This is an optimization exercise on Yosys and OpenROAD, whose aim is small area, not a production implementation. In this exercise RTL edits were held to simulation tests only and were not proved equivalent to the original. Power figures rest on the tool's default switching activity, not on a simulated workload.

==> flow/design.v (excerpt) <==
module mips_multi #(
  parameter int unsigned ADDR_W   = 32,
  parameter logic [31:0] RESET_PC = 32'h0000_0000
) (
  input  logic              clk,
  input  logic              rst,
  output logic              mem_req,
  output logic              mem_we,
  output logic [ADDR_W-1:0] mem_addr,
  output logic [31:0]       mem_wdata,
  input  logic [31:0]       mem_rdata,
  input  logic              mem_ready,
  output logic              halted,
  output logic [31:0]       retired
);
  localparam logic [3:0] S_CLR = 4'd0;   
  localparam logic [3:0] S_EX1 = 4'd1;   
  localparam logic [3:0] S_EX2 = 4'd2;   
  localparam logic [3:0] S_FW  = 4'd3;   
  localparam logic [3:0] S_LW  = 4'd4;   
  localparam logic [3:0] S_ST  = 4'd5;   
  localparam logic [3:0] S_AL1 = 4'd6;   
  localparam logic [3:0] S_AL2 = 4'd7;   
  localparam logic [3:0] S_HLT = 4'd8;   
  localparam logic [3:0] C_ADD  = 4'd0;
  localparam logic [3:0] C_SUB  = 4'd1;
  localparam logic [3:0] C_AND  = 4'd2;
  localparam logic [3:0] C_OR   = 4'd3;
  localparam logic [3:0] C_SLT  = 4'd4;
  localparam logic [3:0] C_ADDI = 4'd5;
  localparam logic [3:0] C_LW   = 4'd6;
  localparam logic [3:0] C_SW   = 4'd7;
  localparam logic [3:0] C_BEQ  = 4'd8;
  localparam logic [3:0] C_J    = 4'd9;
  localparam logic [3:0] C_JAL  = 4'd10;
  localparam logic [3:0] C_JR   = 4'd11;
  localparam logic [3:0] C_NOP  = 4'd12;
  localparam logic [3:0] C_HALT = 4'd13;
  logic [3:0]  r_state;
  logic [4:0]  r_ph;
  logic [3:0]  r_cls;
  logic [4:0]  r_rs;
  logic [4:0]  r_rt;
  logic        r_sgn;
  logic [31:0] r_x;
  logic [31:0] r_addr;
  logic        r_c;       
  logic        r_pcc;     
  logic        r_kc;      
  logic        r_flag;    
  logic [31:0][31:0] r_ring;
  logic [31:0] r_cnt;
  logic ph0, ph31, ph_ge2, ph_le15, ph_le17, ph_le27;
  assign ph0     = (r_ph == 5'd0);
  assign ph31    = (r_ph == 5'd31);
  assign ph_ge2  = (r_ph >= 5'd2);
  assign ph_le15 = (r_ph <= 5'd15);
  assign ph_le17 = (r_ph <= 5'd17);
  assign ph_le27 = (r_ph <= 5'd27);
  logic st_clr, st_ex1, st_ex2_run, st_st;
  assign st_clr = (r_state == S_CLR) || rst;
  assign st_ex1 = (r_state == S_EX1);
  assign st_st  = (r_state == S_ST);
  ...
Size in the first run: about 1900 cells after synthesis, roughly 130 I/O pins, roughly 27000 sq um of cells after synthesis.
Settings: LEC_CHECK=0, ABC_AREA=1, CAP_MARGIN=0, CORE_MARGIN=2, CORE_UTILIZATION=55, SLEW_MARGIN=0; clock period 10.0 ns.
standard.sh (not shown) runs the stock make flow with config.mk's settings and CLKGATE_MAP_FILE= SYNTH_SCRIPT=/design/flow/synth_recipe.tcl, a recipe that flattens the netlist after the stock synthesis.
==> flow/flow/run.sh <==
#!/bin/bash
# Standard ORFS layout (the standard.sh) with two changes in how it is made:
# the port buffers use the smallest buffer cell (every port still gets one), and
# clock tree synthesis runs with its own arguments (no dummy balancing loads).
set -euo pipefail
export BUFFER_PORTS_ARGS="-buffer_cell sky130_fd_sc_hd__buf_1"
export CTS_ARGS="-sink_clustering_enable -repair_clock_nets -dont_use_dummy_load -buf_list sky130_fd_sc_hd__clkbuf_4 -sink_clustering_size 11 -sink_clustering_max_diameter 35"
bash standard.sh > standard_flow.log 2>&1
The first run completed without violations.
Edit:
--- a/flow/flow/run.sh
+++ b/flow/flow/run.sh
@@ -6,3 +6,3 @@
 export BUFFER_PORTS_ARGS="-buffer_cell sky130_fd_sc_hd__buf_1"
-export CTS_ARGS="-sink_clustering_enable -repair_clock_nets -dont_use_dummy_load -buf_list sky130_fd_sc_hd__clkbuf_4 -sink_clustering_size 11 -sink_clustering_max_diameter 35"
+export CTS_ARGS="-sink_clustering_enable -repair_clock_nets -dont_use_dummy_load -buf_list {sky130_fd_sc_hd__clkbuf_4 sky130_fd_sc_hd__clkbuf_8} -sink_clustering_size 12 -sink_clustering_max_diameter 40"
 bash standard.sh > standard_flow.log 2>&1
--- a/flow/config.mk
+++ b/flow/config.mk
@@ -10,3 +10,3 @@
 export CORE_MARGIN = 2
-export CORE_UTILIZATION = 55
+export CORE_UTILIZATION = 45
 export SLEW_MARGIN = 0
Via count goes down by 1.2%. Maximum frequency goes up by 1.3%. Total power goes up by 6.9%. Core utilization goes down by 10 points. Worst setup slack gains 0.083 ns. Design area goes up by 2.4%. Clock skew goes down by 0.0060 ns. Synthesized cell count is unchanged. Routed wire length goes up by 5.0%. Die area goes up by about 22%.
Edit:
==> flow/flow/run.sh (replaced) <==
#!/bin/bash
# Standard ORFS layout (the standard.sh) with two changes in how it is made:
# the port buffers use the smallest buffer cell (every port still gets one), and
# clock tree synthesis runs with its own arguments (no dummy balancing loads).
set -euo pipefail
export BUFFER_PORTS_ARGS="-buffer_cell sky130_fd_sc_hd__buf_1"
export CTS_ARGS="-sink_clustering_enable -repair_clock_nets -dont_use_dummy_load -buf_list sky130_fd_sc_hd__clkbuf_4 -sink_clustering_size 13 -sink_clustering_max_diameter 45"
bash standard.sh > standard_flow.log 2>&1
The new run completed without violations.
Die area is unchanged.
Synthesized cell count is unchanged.
Hold slack got worse by 0.013 ns.
Power came out lower by 8.7%.
Final area came out lower by 2.6%.
Register-to-register slack improved by 0.02 ns.
Synthesized area stays the same.
Critical path depth is unchanged.
Maximum frequency hardly moves.
Edit:
--- a/flow/flow/run.sh
+++ b/flow/flow/run.sh
@@ -6,3 +6,3 @@
 export BUFFER_PORTS_ARGS="-buffer_cell sky130_fd_sc_hd__buf_1"
-export CTS_ARGS="-sink_clustering_enable -repair_clock_nets -dont_use_dummy_load -buf_list sky130_fd_sc_hd__clkbuf_4 -sink_clustering_size 13 -sink_clustering_max_diameter 45"
+export CTS_ARGS="-sink_clustering_enable -repair_clock_nets -dont_use_dummy_load -buf_list sky130_fd_sc_hd__clkbuf_4 -sink_clustering_size 10 -sink_clustering_max_diameter 50"
 bash standard.sh > standard_flow.log 2>&1
--- a/flow/config.mk
+++ b/flow/config.mk
@@ -10,3 +10,3 @@
 export CORE_MARGIN = 2
-export CORE_UTILIZATION = 45
+export CORE_UTILIZATION = 55
 export SLEW_MARGIN = 0
Outcome:
- non-clock buffer count is unchanged
- die area goes down by 18%
- register-to-register slack is better by 0.26 ns
- first-iteration DRC count goes up by 40%
- wire length falls by 4.5%
- clock power came out higher by about 10%
- design area barely changes
- sequential share of layout area is lower by 0.20 points
Edit:
--- a/flow/flow/run.sh
+++ b/flow/flow/run.sh
@@ -6,3 +6,3 @@
 export BUFFER_PORTS_ARGS="-buffer_cell sky130_fd_sc_hd__buf_1"
-export CTS_ARGS="-sink_clustering_enable -repair_clock_nets -dont_use_dummy_load -buf_list sky130_fd_sc_hd__clkbuf_4 -sink_clustering_size 10 -sink_clustering_max_diameter 50"
+export CTS_ARGS="-sink_clustering_enable -repair_clock_nets -dont_use_dummy_load -buf_list sky130_fd_sc_hd__clkbuf_4 -sink_clustering_size 12 -sink_clustering_max_diameter 40"
 bash standard.sh > standard_flow.log 2>&1
--- a/flow/config.mk
+++ b/flow/config.mk
@@ -10,3 +10,3 @@
 export CORE_MARGIN = 2
-export CORE_UTILIZATION = 55
+export CORE_UTILIZATION = 45
 export SLEW_MARGIN = 0
The new run ran to the end with no violations.
Synthesized area stays the same.
Total power decreases slightly.
Sequential power stays flat.
Global-route usage decreases by 2.6 points.
Fmax increases slightly.
Setup slack is better by 0.087 ns.
Design area barely changes.

========
== run A ==
Another version of the RTL of mips_multi (not shown whole).
Size: roughly 130 I/O pins.
Design mips_multi, start of the top module:
module mips_multi #(
  parameter int unsigned ADDR_W   = 32,
  parameter logic [31:0] RESET_PC = 32'h0000_0000
) (
  input  logic              clk,
  input  logic              rst,
  output logic              mem_req,
  output logic              mem_we,
  output logic [ADDR_W-1:0] mem_addr,
  output logic [31:0]       mem_wdata,
  input  logic [31:0]       mem_rdata,
  input  logic              mem_ready,
  output logic              halted,
  output logic [31:0]       retired
);
  localparam logic [3:0] S_CLR = 4'd0;   
  localparam logic [3:0] S_EX1 = 4'd1;   
  localparam logic [3:0] S_EX2 = 4'd2;   
  localparam logic [3:0] S_FW  = 4'd3;   
  localparam logic [3:0] S_LW  = 4'd4;   
  localparam logic [3:0] S_ST  = 4'd5;   
  localparam logic [3:0] S_AL1 = 4'd6;   
  localparam logic [3:0] S_AL2 = 4'd7;   
  localparam logic [3:0] S_HLT = 4'd8;   
  localparam logic [3:0] C_ADD  = 4'd0;
  localparam logic [3:0] C_SUB  = 4'd1;
  localparam logic [3:0] C_AND  = 4'd2;
  localparam logic [3:0] C_OR   = 4'd3;
  localparam logic [3:0] C_SLT  = 4'd4;
  localparam logic [3:0] C_ADDI = 4'd5;
  ...
clock: 10.0 ns
lec_check: 0
cap_margin: 0
core_margin: 2
core_utilization: 40
cts_buf_list: sky130_fd_sc_hd__clkbuf_16
cts_cluster_diameter: 60
cts_cluster_size: 40
slew_margin: 0
run.sh (not shown) runs the stock make flow with config.mk's settings and CLKGATE_MAP_FILE= SYNTH_SCRIPT=/design/flow/synth_recipe.tcl, a recipe that flattens the netlist after the stock synthesis.
Stock flow here: none of the scripts above is used.
Run A: full flow OK, the timing, design-rule and antenna checks passed
Input-level comparison between run B and run A:
Settings: swapping 60 for 50 in CTS_CLUSTER_DIAMETER; swapping 0 for 20 in CAP_MARGIN; swapping 0 for 20 in SLEW_MARGIN; swapping 40 for 20 in CTS_CLUSTER_SIZE; swapping sky130_fd_sc_hd__clkbuf_16 for sky130_fd_sc_hd__clkbuf_8 in CTS_BUF_LIST.
--- outcome ---
- Run B finished every stage and its layout cleared the timing, design-rule and antenna checks.
- Taking run A as the reference, in run B cell count grew by 40, internal power summed over all cells shrank by about 2.4%, number of instances in the placed design held steady, cell area shrank by about 0.9%, worst slack after detailed placement held steady.
- Compared with run A, in run B total power went down, sequential share of layout area went up.
#### Input delta (run C over run B)
Settings: a deleted CTS_CLUSTER_SIZE that had been 20; a deleted CTS_BUF_LIST that had been sky130_fd_sc_hd__clkbuf_8; a deleted CTS_CLUSTER_DIAMETER that had been 50.
Notes after the runs:
- Sort run C and run B by number of vias in the routed layout desc -> top: run C
- Taking run B as the reference, in run C via count of the first global-routing pass went up 414, total power shows an increase of about 22%.
- Switching power (run C vs. run B) increases by more than 10%
- Run C ended up with a higher wire length than run B did.
diff inputs: run C => run D
Settings: a change of CAP_MARGIN from 20 to 0; a change of SLEW_MARGIN from 20 to 0.
==> flow/flow/run.sh (new file) <==
#!/bin/bash
# Standard ORFS layout (the standard.sh) with two changes in how it is made:
# the port buffers use the smallest buffer cell (every port still gets one), and
# clock tree synthesis runs with its own arguments (no dummy balancing loads).
set -euo pipefail
export BUFFER_PORTS_ARGS="-buffer_cell sky130_fd_sc_hd__buf_1"
export CTS_ARGS="-sink_clustering_enable -repair_clock_nets -dont_use_dummy_load -buf_list sky130_fd_sc_hd__clkbuf_8 -sink_clustering_size 20 -sink_clustering_max_diameter 60"
bash standard.sh > standard_flow.log 2>&1
==> flow/standard.sh (new file) <==
#!/bin/bash
# synth_recipe.tcl (not shown) runs the flow's synth.tcl, then flattens the netlist and writes it again
# the make line also repeats each setting of config.mk as NAME=value (left out here)
make -C /OpenROAD-flow-scripts/flow DESIGN_CONFIG=/design/flow/config.mk WORK_HOME=/design/flow/orfs CLKGATE_MAP_FILE= SYNTH_SCRIPT=/design/flow/synth_recipe.tcl "${@:-finish}"
removed: flow/run.sh
## What came out
Re switching power: run C and run D aren't equal, and the higher value belongs to run C.
Diff run C -> run D | maximum ir drop on the vdd rail | down by more than a quarter
Run D vs. run C: slew at the pin closest to its max-slew limit went up 0.094 ns, overall power dropped about 24%, max-slew headroom at the worst pin went down 6.2 points.
Delta (run D minus run C): final clock period utilization by the worst path down 5.9 points; via total after detailed routing down 346.

========
## job 101
Starting RTL as in the previous note.
Settings: LEC_CHECK=0, CAP_MARGIN=20, CORE_MARGIN=2, CORE_UTILIZATION=40, CTS_BUF_LIST=sky130_fd_sc_hd__clkbuf_16, CTS_CLUSTER_DIAMETER=80, CTS_CLUSTER_SIZE=30, SLEW_MARGIN=20; clock period 10.0 ns.
Stock flow here: none of the scripts above is used.
Job 101 completed every stage of the flow, and the final layout passed the timing, design-rule and antenna checks.
### job 101 -> job 102
- SLEW_MARGIN now 0, was 20
- CTS_BUF_LIST no longer set, was sky130_fd_sc_hd__clkbuf_16
- CTS_CLUSTER_DIAMETER no longer set, was 80
- CTS_CLUSTER_SIZE no longer set, was 30
- CAP_MARGIN now 0, was 20
==> flow/flow/run.sh (new file) <==
#!/bin/bash
# Standard ORFS layout (the standard.sh) with two changes in how it is made:
# the port buffers use the smallest buffer cell (every port still gets one), and
# clock tree synthesis runs with its own arguments (no dummy balancing loads).
set -euo pipefail
export BUFFER_PORTS_ARGS="-buffer_cell sky130_fd_sc_hd__buf_1"
export CTS_ARGS="-sink_clustering_enable -repair_clock_nets -dont_use_dummy_load -buf_list sky130_fd_sc_hd__clkbuf_16 -sink_clustering_size 30 -sink_clustering_max_diameter 80"
bash standard.sh > standard_flow.log 2>&1
==> flow/standard.sh (new file) <==
#!/bin/bash
# synth_recipe.tcl (not shown) runs the flow's synth.tcl, then flattens the netlist and writes it again
# the make line also repeats each setting of config.mk as NAME=value (left out here)
make -C /OpenROAD-flow-scripts/flow DESIGN_CONFIG=/design/flow/config.mk WORK_HOME=/design/flow/orfs CLKGATE_MAP_FILE= SYNTH_SCRIPT=/design/flow/synth_recipe.tcl "${@:-finish}"
removed: flow/run.sh
## What came out
Job 102 completed every stage of the flow, and the final layout passed the timing, design-rule and antenna checks. [compare] base=job 101 new=job 102: total length of routed wires now sits lower; routed length on met2 has remained practically unchanged. On maximum fanout along the worst path: between job 102 and job 101, it ends up higher for job 102. Taking job 101 as the reference, in job 102 switching fraction of total power down 1.1 points; total power down 3.7%; power dissipated by switching net loads down 9.1%; first-pass GRT wire length down 1.2%.
For job 103, these inputs were changed with respect to job 102:
- CTS_CLUSTER_DIAMETER now 60, previously not set
- CTS_BUF_LIST now sky130_fd_sc_hd__clkbuf_8 sky130_fd_sc_hd__clkbuf_16, previously not set
- CTS_CLUSTER_SIZE now 25, previously not set
==> flow/run.sh (new file) <==
#!/bin/bash
# synth_recipe.tcl (not shown) runs the flow's synth.tcl, then flattens the netlist and writes it again
# the make line also repeats each setting of config.mk as NAME=value (left out here)
make -C /OpenROAD-flow-scripts/flow DESIGN_CONFIG=/design/flow/config.mk WORK_HOME=/design/flow/orfs CLKGATE_MAP_FILE= SYNTH_SCRIPT=/design/flow/synth_recipe.tcl finish
removed: flow/flow/run.sh
removed: flow/standard.sh
Per the comparison of job 103 with job 102, ratio of final minimum period to clock period up 6.0 points; clock tree buffer count of the final layout higher.
Job 103 gives more shortest period the worst path allows than job 102 did.
Job 103 completed every stage of the flow, and the final layout passed the timing, design-rule and antenna checks.
Of job 102 and job 103, the run reporting the lower via count of the first global-routing pass was job 103.
For the final worst-path setup slack, job 103 came in 0.60 ns lower than job 102 did.
The global routing met3 resource utilization on job 102 is in line with that on job 103.
Summed area of non-filler cells in the final layout, job 102 and job 103, higher one = job 103.
[inputs] job 104 vs job 103
- a deleted CTS_CLUSTER_SIZE that had been 25
- a change of CORE_UTILIZATION from 40 to 55
- a deleted CTS_BUF_LIST that had been sky130_fd_sc_hd__clkbuf_8 sky130_fd_sc_hd__clkbuf_16
- a deleted CTS_CLUSTER_DIAMETER that had been 60
==> flow/flow/run.sh (new file) <==
#!/bin/bash
# Standard ORFS layout (the standard.sh) with two changes in how it is made:
# the port buffers use the smallest buffer cell (every port still gets one), and
# clock tree synthesis runs with its own arguments (no dummy balancing loads).
set -euo pipefail
export BUFFER_PORTS_ARGS="-buffer_cell sky130_fd_sc_hd__buf_1"
export CTS_ARGS="-sink_clustering_enable -repair_clock_nets -dont_use_dummy_load -buf_list sky130_fd_sc_hd__clkbuf_8 -sink_clustering_size 22 -sink_clustering_max_diameter 50"
bash standard.sh > standard_flow.log 2>&1
==> flow/standard.sh (new file) <==
#!/bin/bash
# synth_recipe.tcl (not shown) runs the flow's synth.tcl, then flattens the netlist and writes it again
# the make line also repeats each setting of config.mk as NAME=value (left out here)
make -C /OpenROAD-flow-scripts/flow DESIGN_CONFIG=/design/flow/config.mk WORK_HOME=/design/flow/orfs CLKGATE_MAP_FILE= SYNTH_SCRIPT=/design/flow/synth_recipe.tcl "${@:-finish}"
removed: flow/run.sh
Findings:
- Summary of job 104 over job 103: wire length now sits lower; number of violations reported at the end of detailed-routing iteration 0 went down; share of the core filled with cells higher; sequential share of cell area higher.
- Per the final summary, job 104 finished and its layout is clean on timing, DRC and antenna.
- Job 104 vs job 103: post-route cell area down by a few percent
- Going from job 103 to job 104, number of placement rows went down; power per cell area fell by 8.8 nW/um^2.
The inputs of job 105 differ from those of job 104 as listed below.
- CTS_BUF_LIST: unset -> sky130_fd_sc_hd__clkbuf_8
- SLEW_MARGIN: 0 -> 20
- CORE_UTILIZATION: 55 -> 40
- CAP_MARGIN: 0 -> 20
==> flow/run.sh (new file) <==
#!/bin/bash
# synth_recipe.tcl (not shown) runs the flow's synth.tcl, then flattens the netlist and writes it again
# the make line also repeats each setting of config.mk as NAME=value (left out here)
make -C /OpenROAD-flow-scripts/flow DESIGN_CONFIG=/design/flow/config.mk WORK_HOME=/design/flow/orfs CLKGATE_MAP_FILE= SYNTH_SCRIPT=/design/flow/synth_recipe.tcl finish
removed: flow/flow/run.sh
removed: flow/standard.sh
Looking at vertical extent of the die, job 105 sits 39 um higher than job 104 does. Against job 104, job 105 reports a first-pass GRT wire length that is higher. Comparing job 104 against job 105, there is no change at all in flip-flop and latch count. Summary: with job 104 as the reference, worst IR drop on VDD in job 105 moved down by more than a quarter. When job 105 is measured against job 104, its met2 wirelength from detailed routing turns out about 4% higher. Number of antenna violations at the first check in global routing, job 104 and job 105: higher on job 104. Changes observed in job 105 relative to job 104: depth of the CTS H-tree went up; detailed-routed wire length on met3 climbed about 60%; sequential share of layout area shows a reduction of 8.3 points.

## port drivers added, routing unchanged
How much do the figures lean on ideal ports? The routed layouts below were timed once more, with nothing changed but the port constraints.
Step 1, drivers: a clkbuf_16 drives clk and a buf_2 each remaining input, both assumed.
Step 2 adds t to the input delays and takes it off the output delays; t is the mean of the earliest and latest rising clock arrival at the registers after step 1. Input paths then give back, and output paths get back, about the clock's delay inside the block.
a / b / c = ideal / step 1 / step 2; a / b = the first two.
run | shift t [ns] | slack for setup (ns) | slew at the worst register clock pin (ns) | worst slew at a driven data input, ns
the first run of note 1 | 0.935 | 3.593 / 3.554 / 3.567 | 0.11 / 0.11 | 0.06
the second run of note 1 | 0.730 | 3.676 / 3.654 / 3.654 | 0.08 / 0.08 | 0.05
the third run of note 1 | 0.888 | 3.684 / 3.651 / 3.662 | 0.12 / 0.12 | 0.05
the fourth run of note 1 | 0.941 | 3.577 / 3.526 / 3.560 | 0.11 / 0.11 | 0.06
the fifth run of note 1 | 0.904 | 3.664 / 3.642 / 3.642 | 0.12 / 0.12 | 0.05
run A | 0.664 | 2.195 / 2.151 / 2.151 | 0.12 / 0.12 | 0.10
run B | 0.724 | 2.189 / 2.144 / 2.144 | 0.12 / 0.12 | 0.09
run C | 0.691 | 2.191 / 2.147 / 2.147 | 0.07 / 0.07 | 0.10
run D | 0.678 | 2.784 / 2.735 / 2.895 | 0.12 / 0.12 | 0.10
job 101 | 0.657 | 2.170 / 2.125 / 2.125 | 0.11 / 0.11 | 0.09
job 102 | 0.623 | 2.795 / 2.741 / 2.889 | 0.11 / 0.11 | 0.10
job 103 | 0.668 | 2.199 / 2.155 / 2.155 | 0.09 / 0.09 | 0.09
job 104 | 0.682 | 2.704 / 2.650 / 2.802 | 0.12 / 0.12 | 0.09
job 105 | 0.801 | 2.169 / 2.124 / 2.124 | 0.07 / 0.07 | 0.10
After both steps setup and hold are still met in every run listed.
